Source: an optimization exercise on an open RTL-to-GDS flow (aim: small area and few clock cycles). Production flows keep margins and buffers that such runs may drop.
In this exercise RTL edits were held to simulation tests only and were not proved equivalent to the original.
Power is estimated from default activity; no workload was simulated.

== run 1 ==
==> flow/design.v <==
module md5_msg_sched #(
    parameter logic [31:0] IV_A = 32'h67452301,
    parameter logic [31:0] IV_B = 32'hEFCDAB89,
    parameter logic [31:0] IV_C = 32'h98BADCFE,
    parameter logic [31:0] IV_D = 32'h10325476
) (
    input  logic            clk,
    input  logic            reset,
    input  logic            in_valid,
    input  logic [7:0]      in_data,
    input  logic            in_last,
    output logic            in_ready,
    output logic            core_start,
    output logic [511:0]    core_block,
    output logic [31:0]     core_a,
    output logic [31:0]     core_b,
    output logic [31:0]     core_c,
    output logic [31:0]     core_d,
    input  logic            core_done,
    input  logic [31:0]     core_ra,
    input  logic [31:0]     core_rb,
    input  logic [31:0]     core_rc,
    input  logic [31:0]     core_rd,
    output logic [127:0]    digest,
    output logic            digest_valid,
    output logic [7:0]      hex_data,
    output logic            hex_wren
);
    typedef enum logic [1:0] {
        ST_INIT  = 2'd0,    
        ST_FILL  = 2'd1,    
        ST_PAD80 = 2'd2,    
        ST_READY = 2'd3     
    } state_t;
    typedef enum logic [1:0] {
        K_NORMAL = 2'd0,    
        K_FIN    = 2'd1,    
        K_PREPAD = 2'd2,    
        K_PAD    = 2'd3     
    } kind_t;
    state_t        state;
    kind_t         kind;
    logic          p63;         
    logic          busy;        
    logic          busy_fin;    
    logic [60:0]   msg_len;     
    logic [511:0]  block;
    logic [31:0]   cha, chb, chc, chd;
    logic          hex_act;
    logic [5:0]    hex_cnt;
    logic          ch_held;     
    logic          accept, issue, clr_all, pad_wr, len_blk;
    logic [5:0]    slot;
    logic          at63;
    assign slot     = msg_len[5:0];
    assign ch_held  = hex_act & (hex_cnt != 6'd32);
    assign issue    = (state == ST_READY) & ~busy & ~ch_held;
    assign in_ready = (state == ST_FILL) | (issue & (kind != K_PREPAD));
    assign accept   = in_valid & in_ready;
    assign at63     = ~issue & (slot == 6'd63);
    assign clr_all  = issue | (state == ST_INIT);
    assign pad_wr   = (state == ST_PAD80);
    assign len_blk  = (kind == K_FIN) | (kind == K_PAD);
    always_ff @(posedge clk or posedge reset) begin
        if (reset) begin
            state    <= ST_INIT;
            kind     <= K_NORMAL;
            p63      <= 1'b0;
            busy     <= 1'b0;
            busy_fin <= 1'b0;
            hex_act  <= 1'b0;
        end else begin
            case (state)
                ST_INIT:  state <= ST_FILL;
                ST_PAD80: state <= ST_READY;
                ST_READY: if (issue) begin
                    if (kind == K_PREPAD) kind  <= K_PAD;
                    else                  state <= ST_FILL;
                end
                default: ;
            endcase
            if (accept) begin
                if (in_last) begin
                    p63   <= at63;
                    kind  <= (issue | (slot <= 6'd54)) ? K_FIN : K_PREPAD;
                    state <= at63 ? ST_READY : ST_PAD80;
                end else if (at63) begin
                    kind  <= K_NORMAL;
                    state <= ST_READY;
                end
            end
            if (issue) begin
                busy     <= 1'b1;
                busy_fin <= len_blk;
            end else if (core_done) begin
                busy     <= 1'b0;
            end
            if (core_done & busy & busy_fin) hex_act <= 1'b1;
            else if (hex_act & (hex_cnt == 6'd32)) hex_act <= 1'b0;
        end
    end
    always_ff @(posedge clk) begin
        if (core_done & busy & busy_fin) hex_cnt <= 6'd0;
        else                             hex_cnt <= hex_cnt + 6'd1;
    end
    always_ff @(posedge clk) begin
        if ((state == ST_INIT) | (issue & len_blk)) msg_len <= {60'd0, accept};
        else if (accept)                             msg_len <= msg_len + 61'd1;
    end
    logic [7:0] bus, bus0;
    assign bus  = clr_all ? 8'h00 : (pad_wr ? 8'h80 : in_data);
    assign bus0 = clr_all ? (accept ? in_data : ((kind == K_PREPAD) & p63 ? 8'h80 : 8'h00))
                          : (pad_wr ? 8'h80 : in_data);
    genvar gi;
    generate
        for (gi = 0; gi < 64; gi++) begin : g_slot
            logic en;
            assign en = clr_all | ((slot == gi) & (accept | pad_wr));
            always_ff @(posedge clk) begin
                if (en) block[8*gi +: 8] <= (gi == 0) ? bus0 : bus;
            end
        end
    endgenerate
    assign core_block = {block[511:451] | (len_blk ? msg_len : 61'd0), block[450:0]};
    always_ff @(posedge clk) begin
        if ((state == ST_INIT) | (hex_act & (hex_cnt == 6'd31))) begin
            cha <= IV_A;
            chb <= IV_B;
            chc <= IV_C;
            chd <= IV_D;
        end else if (core_done & busy) begin
            cha <= cha + core_ra;
            chb <= chb + core_rb;
            chc <= chc + core_rc;
            chd <= chd + core_rd;
        end
    end
    assign core_start   = issue;
    assign core_a       = cha;
    assign core_b       = chb;
    assign core_c       = chc;
    assign core_d       = chd;
    assign digest       = {chd, chc, chb, cha};
    assign digest_valid = hex_act & (hex_cnt == 6'd0);
    logic [3:0] hex_nib;
    assign hex_nib  = digest[{hex_cnt[4:1], ~hex_cnt[0], 2'b00} +: 4];
    assign hex_wren = hex_act;
    assign hex_data = hex_cnt[5] ? 8'h0D
                    : ((hex_nib < 4'd10) ? {4'h3, hex_nib} : {4'h6, hex_nib - 4'd9});
endmodule
export LEC_CHECK = 0
export CAP_MARGIN = 20
export CORE_MARGIN = 2
export CORE_UTILIZATION = 40
export SLEW_MARGIN = 20
create_clock -name core_clock -period 6.0 [get_ports {clk}]
run.sh (not shown) runs the stock make flow with config.mk's settings and CLKGATE_MAP_FILE= SYNTH_SCRIPT=/design/flow/synth_recipe.tcl, a recipe that flattens the netlist after the stock synthesis.
Testbench counts of run 1, summed over its fixed seeds: cycles 18,337.
Changes in run 2 relative to run 1:
# run 1
export LEC_CHECK = 0
export CAP_MARGIN = 20
export CORE_MARGIN = 2
export CORE_UTILIZATION = 40
export SLEW_MARGIN = 20
create_clock -name core_clock -period 6.0 [get_ports {clk}]
# run 2
export LEC_CHECK = 0
export CAP_MARGIN = 20
export CORE_MARGIN = 2
export CORE_UTILIZATION = 40
export CTS_BUF_LIST = sky130_fd_sc_hd__clkbuf_4
export SLEW_MARGIN = 20
create_clock -name core_clock -period 6.0 [get_ports {clk}]
==> flow/flow/run.sh (new file) <==
#!/bin/bash
# Standard ORFS layout, but the port buffers that global placement inserts are the smallest
# buffer (buf_1) instead of the default pick; every input and output port still gets one.
set -euo pipefail
export BUFFER_PORTS_ARGS="-buffer_cell sky130_fd_sc_hd__buf_1"
bash standard.sh > standard_make.log 2>&1
==> flow/standard.sh (new file) <==
#!/bin/bash
# synth_recipe.tcl (not shown) runs the flow's synth.tcl, then flattens the netlist and writes it again
# the make line also repeats each setting of config.mk as NAME=value (left out here)
make -C /OpenROAD-flow-scripts/flow DESIGN_CONFIG=/design/flow/config.mk WORK_HOME=/design/flow/orfs CLKGATE_MAP_FILE= SYNTH_SCRIPT=/design/flow/synth_recipe.tcl "${@:-finish}"
removed: flow/run.sh
### Flow results
- Run 2: shortest clock period the worst path allows after layout lower than run 1
- Of the two values seen for most frequent standard cell in the layout excluding fill and tap cells, sky130_fd_sc_hd__clkdlybuf4s50_1 was produced by run 1 and sky130_fd_sc_hd__buf_1 by run 2.
- Run 2 against run 1: proportion of power drawn by combinational gates fell by 5.0 points, utilization fell by 6.8 points, measured slew at the worst slew-check pin fell by 0.032 ns, count of non-CTS buffers in the layout fell by about 0.9%.
- The cell count after placement on run 1 is in line with that on run 2.
- Summary of the comparison: total number of H-tree levels is higher in run 2, relative to run 1.
- Power in the clock group: higher on run 1
[inputs] run 3 vs run 2
# run 2
export LEC_CHECK = 0
export CAP_MARGIN = 20
export CORE_MARGIN = 2
export CORE_UTILIZATION = 40
export CTS_BUF_LIST = sky130_fd_sc_hd__clkbuf_4
export SLEW_MARGIN = 20
create_clock -name core_clock -period 6.0 [get_ports {clk}]
# run 3
export LEC_CHECK = 0
export CAP_MARGIN = 20
export CORE_MARGIN = 2
export CORE_UTILIZATION = 40
export SLEW_MARGIN = 20
create_clock -name core_clock -period 6.0 [get_ports {clk}]
--- outcome ---
- Between run 3 and run 2, the switching power does not differ in any meaningful way.
- Re number of buffers inserted during clock tree synthesis: run 2 and run 3 aren't equal, and the lower value belongs to run 3.
- Power: run 3 draws more than run 2
- Run 3 against run 2: static power due to leakage -0.20 nW, sequential share of power lost 0.7 points, setup slack increased by 0.12 ns relative to the old numbers, wire length has decreased, fraction of power spent switching nets went down.
- Maximum frequency of run 3 exceeds that of run 2 by a few percent.
- Post-route cell area essentially unchanged between run 3 and run 2.
What run 4 does differently from run 3 at the input level:
==> flow/flow/run.sh <==
#!/bin/bash
# Standard ORFS layout, with two changes to how it is made:
#  - the port buffers that global placement inserts are the smallest buffer (buf_1) instead of
#    the default pick; every input and output port still gets one;
#  - clock tree: clkbuf_8 buffers, larger sink clusters, no dummy loads.
set -euo pipefail
export BUFFER_PORTS_ARGS="-buffer_cell sky130_fd_sc_hd__buf_1"
export CTS_ARGS="-sink_clustering_enable -repair_clock_nets -buf_list sky130_fd_sc_hd__clkbuf_8 -sink_clustering_size 12 -sink_clustering_max_diameter 45 -dont_use_dummy_load"
bash standard.sh > standard_make.log 2>&1
Diff run 4..run 3 | sum of routed wire length over all layers | negligible. Looking at path category of the worst min-delay check, the reg -> reg result is from run 3; the in -> async one comes from run 4. Run 4 — final-layout fill cell count 120 higher, run 3 as reference. When the final numbers for run 4 and run 3 were put side by side, the sequential share of layout area turned out to be greater in run 4. From run 3 to run 4 the numbers moved as follows: share of post-route cells with drive strength above 1 dropped 0.42 points, worst setup slack dropped 0.066 ns.

## north
Another version of the RTL of md5_msg_sched (not shown whole).
Size in the first run: roughly 2800 cells after synthesis, roughly 720 flip-flops, ~920 I/O pins.
Design md5_msg_sched, start of the top module:
module md5_msg_sched #(
    parameter logic [31:0] IV_A = 32'h67452301,
    parameter logic [31:0] IV_B = 32'hEFCDAB89,
    parameter logic [31:0] IV_C = 32'h98BADCFE,
    parameter logic [31:0] IV_D = 32'h10325476
) (
    input  logic            clk,
    input  logic            reset,
    input  logic            in_valid,
    input  logic [7:0]      in_data,
    input  logic            in_last,
    output logic            in_ready,
    output logic            core_start,
    output logic [511:0]    core_block,
    output logic [31:0]     core_a,
    output logic [31:0]     core_b,
    output logic [31:0]     core_c,
    output logic [31:0]     core_d,
    input  logic            core_done,
    input  logic [31:0]     core_ra,
    input  logic [31:0]     core_rb,
    input  logic [31:0]     core_rc,
    input  logic [31:0]     core_rd,
    output logic [127:0]    digest,
    output logic            digest_valid,
    output logic [7:0]      hex_data,
    output logic            hex_wren
);
Settings: LEC_CHECK=0, CAP_MARGIN=20, CORE_MARGIN=2, CORE_UTILIZATION=40, SLEW_MARGIN=20; clock period 6.0 ns.
standard.sh (not shown) runs the stock make flow with config.mk's settings and CLKGATE_MAP_FILE= SYNTH_SCRIPT=/design/flow/synth_recipe.tcl, a recipe that flattens the netlist after the stock synthesis.
==> flow/flow/run.sh <==
#!/bin/bash
# Standard ORFS layout, with two changes to how it is made:
#  - the port buffers that global placement inserts are the smallest buffer (buf_1) instead of
#    the default pick; every input and output port still gets one;
#  - clock tree: clkbuf_8 buffers, larger sink clusters, no dummy loads.
set -euo pipefail
export BUFFER_PORTS_ARGS="-buffer_cell sky130_fd_sc_hd__buf_1"
export CTS_ARGS="-sink_clustering_enable -repair_clock_nets -buf_list sky130_fd_sc_hd__clkbuf_8 -sink_clustering_size 16 -sink_clustering_max_diameter 55 -dont_use_dummy_load"
bash standard.sh > standard_make.log 2>&1
Testbench counts of north, summed over its fixed seeds: cycles 18,337.
Input-level comparison between south and north:
Settings: CORE_UTILIZATION changed from 40 to 60.
Results
- For south, the flow was terminated by a tool error in 3_2_place_iop and produced no final design.
- Compared with north, south shows a lower die outline height.
- In south, the floorplan die width came out 18% below the value in north.
- Number of register bits inferred by synthesis: north vs south identical
- From north to south, parity-gate share of the synthesized area counting xor and xnor cells did not move at all.
- Note that the count of standard-cell rows recorded for north amounts to 1.2 times the value seen in south.
- Synthesized cell count came out exactly the same in south and north.

Another version of the RTL of md5_msg_sched (not shown whole).
For scale: ~730 flip-flops, ~34000 µm² of cells after synthesis.
Settings: LEC_CHECK=0, CAP_MARGIN=0, CORE_MARGIN=2, CORE_UTILIZATION=40, SLEW_MARGIN=0; clock period 6.0 ns.
==> flow/flow/run.sh <==
#!/bin/bash
# Standard ORFS layout, with two changes to how it is made:
#  - the port buffers that global placement inserts are the smallest buffer (buf_1) instead of
#    the default pick; every input and output port still gets one;
#  - clock tree: clkbuf_8 buffers, larger sink clusters, no dummy loads.
set -euo pipefail
export BUFFER_PORTS_ARGS="-buffer_cell sky130_fd_sc_hd__buf_1"
export CTS_ARGS="-sink_clustering_enable -repair_clock_nets -buf_list sky130_fd_sc_hd__clkbuf_8 -sink_clustering_buffer sky130_fd_sc_hd__clkbuf_4 -sink_clustering_size 10 -sink_clustering_max_diameter 35 -dont_use_dummy_load"
bash standard.sh > standard_make.log 2>&1
Testbench counts at the start, summed over its fixed seeds: cycles 18,372.
Rerun with:
--- a/flow/flow/run.sh
+++ b/flow/flow/run.sh
@@ -8 +8 @@
-export CTS_ARGS="-sink_clustering_enable -repair_clock_nets -buf_list sky130_fd_sc_hd__clkbuf_8 -sink_clustering_buffer sky130_fd_sc_hd__clkbuf_4 -sink_clustering_size 10 -sink_clustering_max_diameter 35 -dont_use_dummy_load"
+export CTS_ARGS="-sink_clustering_enable -repair_clock_nets -buf_list sky130_fd_sc_hd__clkbuf_8 -sink_clustering_buffer sky130_fd_sc_hd__clkbuf_4 -sink_clustering_size 12 -sink_clustering_max_diameter 30 -dont_use_dummy_load"
What happened:
- total power climbs by 2.2%
- non-clock buffer count is unchanged
- first-iteration DRC count falls by 2.0%
- global-route usage rises by 0.29 points
Rerun with:
--- a/flow/flow/run.sh
+++ b/flow/flow/run.sh
@@ -8 +8 @@
-export CTS_ARGS="-sink_clustering_enable -repair_clock_nets -buf_list sky130_fd_sc_hd__clkbuf_8 -sink_clustering_buffer sky130_fd_sc_hd__clkbuf_4 -sink_clustering_size 12 -sink_clustering_max_diameter 30 -dont_use_dummy_load"
+export CTS_ARGS="-sink_clustering_enable -repair_clock_nets -buf_list sky130_fd_sc_hd__clkbuf_8 -sink_clustering_size 16 -sink_clustering_max_diameter 55 -dont_use_dummy_load"
Outcome:
- The changed run ran to the end with no violations
- global-route usage fell by 0.34 points
- final cell count shrinks by 1.9%
- worst setup slack is better by 0.12 ns
- synthesized cell count stays the same
- cell area drops by 0.59%
- wire length fell by 0.54%
- fmax climbs by 2.1%
- hold slack gets better by 0.048 ns
- power is lower by 1.3%
- sequential cell count is unchanged
Rerun with:
--- a/flow/flow/run.sh
+++ b/flow/flow/run.sh
@@ -8 +8 @@
-export CTS_ARGS="-sink_clustering_enable -repair_clock_nets -buf_list sky130_fd_sc_hd__clkbuf_8 -sink_clustering_size 16 -sink_clustering_max_diameter 55 -dont_use_dummy_load"
+export CTS_ARGS="-sink_clustering_enable -repair_clock_nets -buf_list sky130_fd_sc_hd__clkbuf_8 -sink_clustering_size 18 -sink_clustering_max_diameter 60 -dont_use_dummy_load"
=> The new run passed the timing, DRC and antenna checks. Design area is lower slightly. Total power goes down slightly. Sequential cell count stays the same. Sequential share of layout area is higher by 0.32 points. Synthesized cell count does not change. Final cell count went down slightly. Clock-buffer cell count is lower by 13.

== build 44 ==
md5_msg_sched with an RTL version that a note above also has.
For scale: ~2800 cells after synthesis, ~920 I/O pins, roughly 0.034 mm² of cells after synthesis.
==> flow/config.mk <==
export PLATFORM = sky130hd
export DESIGN_NAME = md5_msg_sched
export DESIGN_NICKNAME = md5_msg_sched
export VERILOG_FILES = /design/flow/design.v
export SDC_FILE = /design/flow/constraint.sdc
export NUM_CORES = 4
export LEC_CHECK = 0
export CAP_MARGIN = 0
export CORE_MARGIN = 2
export CORE_UTILIZATION = 40
export SLEW_MARGIN = 0
==> flow/constraint.sdc <==
create_clock -name core_clock -period 6.0 [get_ports {clk}]
set_input_delay 1.2000 -clock core_clock [delete_from_list [all_inputs] [get_ports {clk}]]
set_output_delay 1.2000 -clock core_clock [all_outputs]
set_load 0.01 [all_outputs]
==> flow/flow/run.sh <==
#!/bin/bash
# Standard ORFS layout, with two changes to how it is made:
#  - the port buffers that global placement inserts are the smallest buffer (buf_1) instead of
#    the default pick; every input and output port still gets one;
#  - clock tree: clkbuf_8 buffers, larger sink clusters, no dummy loads.
set -euo pipefail
export BUFFER_PORTS_ARGS="-buffer_cell sky130_fd_sc_hd__buf_1"
export CTS_ARGS="-sink_clustering_enable -repair_clock_nets -buf_list sky130_fd_sc_hd__clkbuf_4 -sink_clustering_size 10 -sink_clustering_max_diameter 35 -dont_use_dummy_load"
bash standard.sh > standard_make.log 2>&1
Build 44: no failed stages, no open violations at the end
Testbench counts of build 44, summed over its fixed seeds: cycles 18,337.
> inputs changed (build 44 -> build 12)
- changing SLEW_MARGIN from 0 to 20
- changing CAP_MARGIN from 0 to 20
==> flow/flow/run.sh <==
#!/bin/bash
# Standard ORFS layout, but the port buffers that global placement inserts are the smallest
# buffer (buf_1) instead of the default pick; every input and output port still gets one.
set -euo pipefail
export BUFFER_PORTS_ARGS="-buffer_cell sky130_fd_sc_hd__buf_1"
bash standard.sh > standard_make.log 2>&1
Results
Est. power | build 12 vs build 44 | build 12 higher. The post-detailed-routing wire length of build 44 and that of build 12 are within noise of each other. On build 12: clock-buffer cell count is about 20% lower than what build 44 gave.
### build 12 -> build 42
- swapping 20 for 0 in SLEW_MARGIN
- swapping 20 for 0 in CAP_MARGIN
==> flow/flow/run.sh <==
#!/bin/bash
# Standard ORFS layout, with two changes to how it is made:
#  - the port buffers that global placement inserts are the smallest buffer (buf_1) instead of
#    the default pick; every input and output port still gets one;
#  - clock tree: clkbuf_8 buffers, larger sink clusters, no dummy loads.
set -euo pipefail
export BUFFER_PORTS_ARGS="-buffer_cell sky130_fd_sc_hd__buf_1"
export CTS_ARGS="-sink_clustering_enable -repair_clock_nets -buf_list sky130_fd_sc_hd__clkbuf_8 -sink_clustering_size 16 -sink_clustering_max_diameter 55 -dont_use_dummy_load"
bash standard.sh > standard_make.log 2>&1
==> comparison <==
Result for build 12 and build 42: all clean
Count of clock-net buffers in the final layout: higher on build 12
Re design area: build 12 and build 42 aren't equal, and the higher value belongs to build 12.
Taking build 12 as the reference, in build 42 die footprint comparable, worst setup margin now smaller, routed wire length now smaller, final critical path time including I/O delays and setup now larger.
The maximum clock frequency of build 42 is lower than that of build 12.
For build 89, these inputs were changed with respect to build 42:
- swapping 0 for 20 in CAP_MARGIN
- swapping 0 for 20 in SLEW_MARGIN
diff --git a/flow/flow/run.sh b/flow/flow/run.sh
--- a/flow/flow/run.sh
+++ b/flow/flow/run.sh
@@ -6,4 +6,4 @@
 set -euo pipefail
 export BUFFER_PORTS_ARGS="-buffer_cell sky130_fd_sc_hd__buf_1"
-export CTS_ARGS="-sink_clustering_enable -repair_clock_nets -buf_list sky130_fd_sc_hd__clkbuf_8 -sink_clustering_size 16 -sink_clustering_max_diameter 55 -dont_use_dummy_load"
+export CTS_ARGS="-sink_clustering_enable -repair_clock_nets -buf_list sky130_fd_sc_hd__clkbuf_8 -sink_clustering_size 12 -sink_clustering_max_diameter 45 -dont_use_dummy_load"
 bash standard.sh > standard_make.log 2>&1
Results
- Clock share of power, build 89 and build 42, lower one = build 42.
- ~same sequential cell area in build 89 and build 42
- Summary of build 89 over build 42: met1 capacity usage during global routing now sits lower, sequential cell area share saw a decrease, total vias in the final route shows an increase of 222, global-route usage roughly the same.
- In the reports for build 89 and build 42, the smaller global routing usage on met2 belongs to build 89.
- Comparing build 89 and build 42, setup slack is lower on build 42.
- Between build 42 and build 89, the flow reports number of vias per cell increasing slightly.
- Build 89 vs build 42, instance count: build 89 higher
--- input diff build 89..build 4 ---
- swapping 20 for 0 in SLEW_MARGIN
- swapping 20 for 0 in CAP_MARGIN
diff --git a/flow/flow/run.sh b/flow/flow/run.sh
--- a/flow/flow/run.sh
+++ b/flow/flow/run.sh
@@ -6,4 +6,4 @@
 set -euo pipefail
 export BUFFER_PORTS_ARGS="-buffer_cell sky130_fd_sc_hd__buf_1"
-export CTS_ARGS="-sink_clustering_enable -repair_clock_nets -buf_list sky130_fd_sc_hd__clkbuf_8 -sink_clustering_size 12 -sink_clustering_max_diameter 45 -dont_use_dummy_load"
+export CTS_ARGS="-sink_clustering_enable -repair_clock_nets -buf_list sky130_fd_sc_hd__clkbuf_8 -sink_clustering_size 20 -sink_clustering_max_diameter 65 -dont_use_dummy_load"
 bash standard.sh > standard_make.log 2>&1
--- outcome ---
- The cell area after placement was comparable across build 89 and build 4.
- In the reports for build 89 and build 4, the larger via count belongs to build 89.
- The count of filler cells inserted in the layout was comparable across build 89 and build 4.
- Switching portion of total power (build 4 over build 89): increase, 0.91 points
- The run showing the greater final worst-path cycle share is build 4.
- Power: build 4 vs build 89 down about 4%
- Build 89 was larger in final cell area than build 4.
- | register area | build 4 vs build 89 | ≈ equal |
- Looking at count of inserted antenna diode cells, build 4 sits below build 89.
- The lower setup slack of the critical path after layout came out of build 4.

==> separate check: timing with driven ports <==
No port has a modelled driver above. Below, the same layouts with a new extraction and two added sets of constraints. Step 1: set_driving_cell puts a clkbuf_16 on clk and a buf_2 on each other input, an assumption about the parent block. Step 2 times the ports against the registers' clock, not the clock port: input delays grow and output delays shrink by t, the midpoint of the rising clock arrivals with the driver on. a / b / c = ideal / step 1 / step 2; a / b = the first two.
run | t, ns | setup slack, ns | worst setup path after step 2 | latest minus earliest clock arrival (ns)
run 1 | 0.688 | 0.443 / 0.371 / 1.059 | register to output | 0.044 / 0.044
run 2 | 1.118 | 0.499 / 0.429 / 1.547 | register to output | 0.067 / 0.067
run 3 | 0.693 | 0.620 / 0.549 / 1.242 | register to output | 0.028 / 0.027
run 4 | 0.771 | 0.554 / 0.482 / 1.253 | register to output | 0.108 / 0.108
north | 0.700 | 1.006 / 0.943 / 1.319 | input to register | 0.121 / 0.121
the first run of note 3 | 0.723 | 0.467 / 0.419 / 0.486 | input to register | 0.142 / 0.143
the second run of note 3 | 0.825 | 0.412 / 0.360 / 0.474 | input to register | 0.108 / 0.108
the third run of note 3 | 0.679 | 0.529 / 0.482 / 0.492 | input to register | 0.153 / 0.153
the fourth run of note 3 | 0.706 | 0.513 / 0.462 / 0.470 | input to register | 0.107 / 0.108
build 44 | 0.943 | 0.422 / 0.360 / 1.245 | register to register | 0.158 / 0.158
build 12 | 0.681 | 1.030 / 0.965 / 1.330 | input to register | 0.055 / 0.055
build 42 | 0.689 | 0.711 / 0.647 / 1.256 | register to register | 0.143 / 0.144
build 89 | 0.734 | 0.972 / 0.905 / 1.353 | input to register | 0.113 / 0.113
build 4 | 0.711 | 0.701 / 0.638 / 1.252 | register to register | 0.110 / 0.110
After both steps setup and hold are still met in every run listed. For the fourth run of note 3, which loses most, drivers alone change the setup slack by -0.051 ns; drivers and shift together by -0.043 ns.
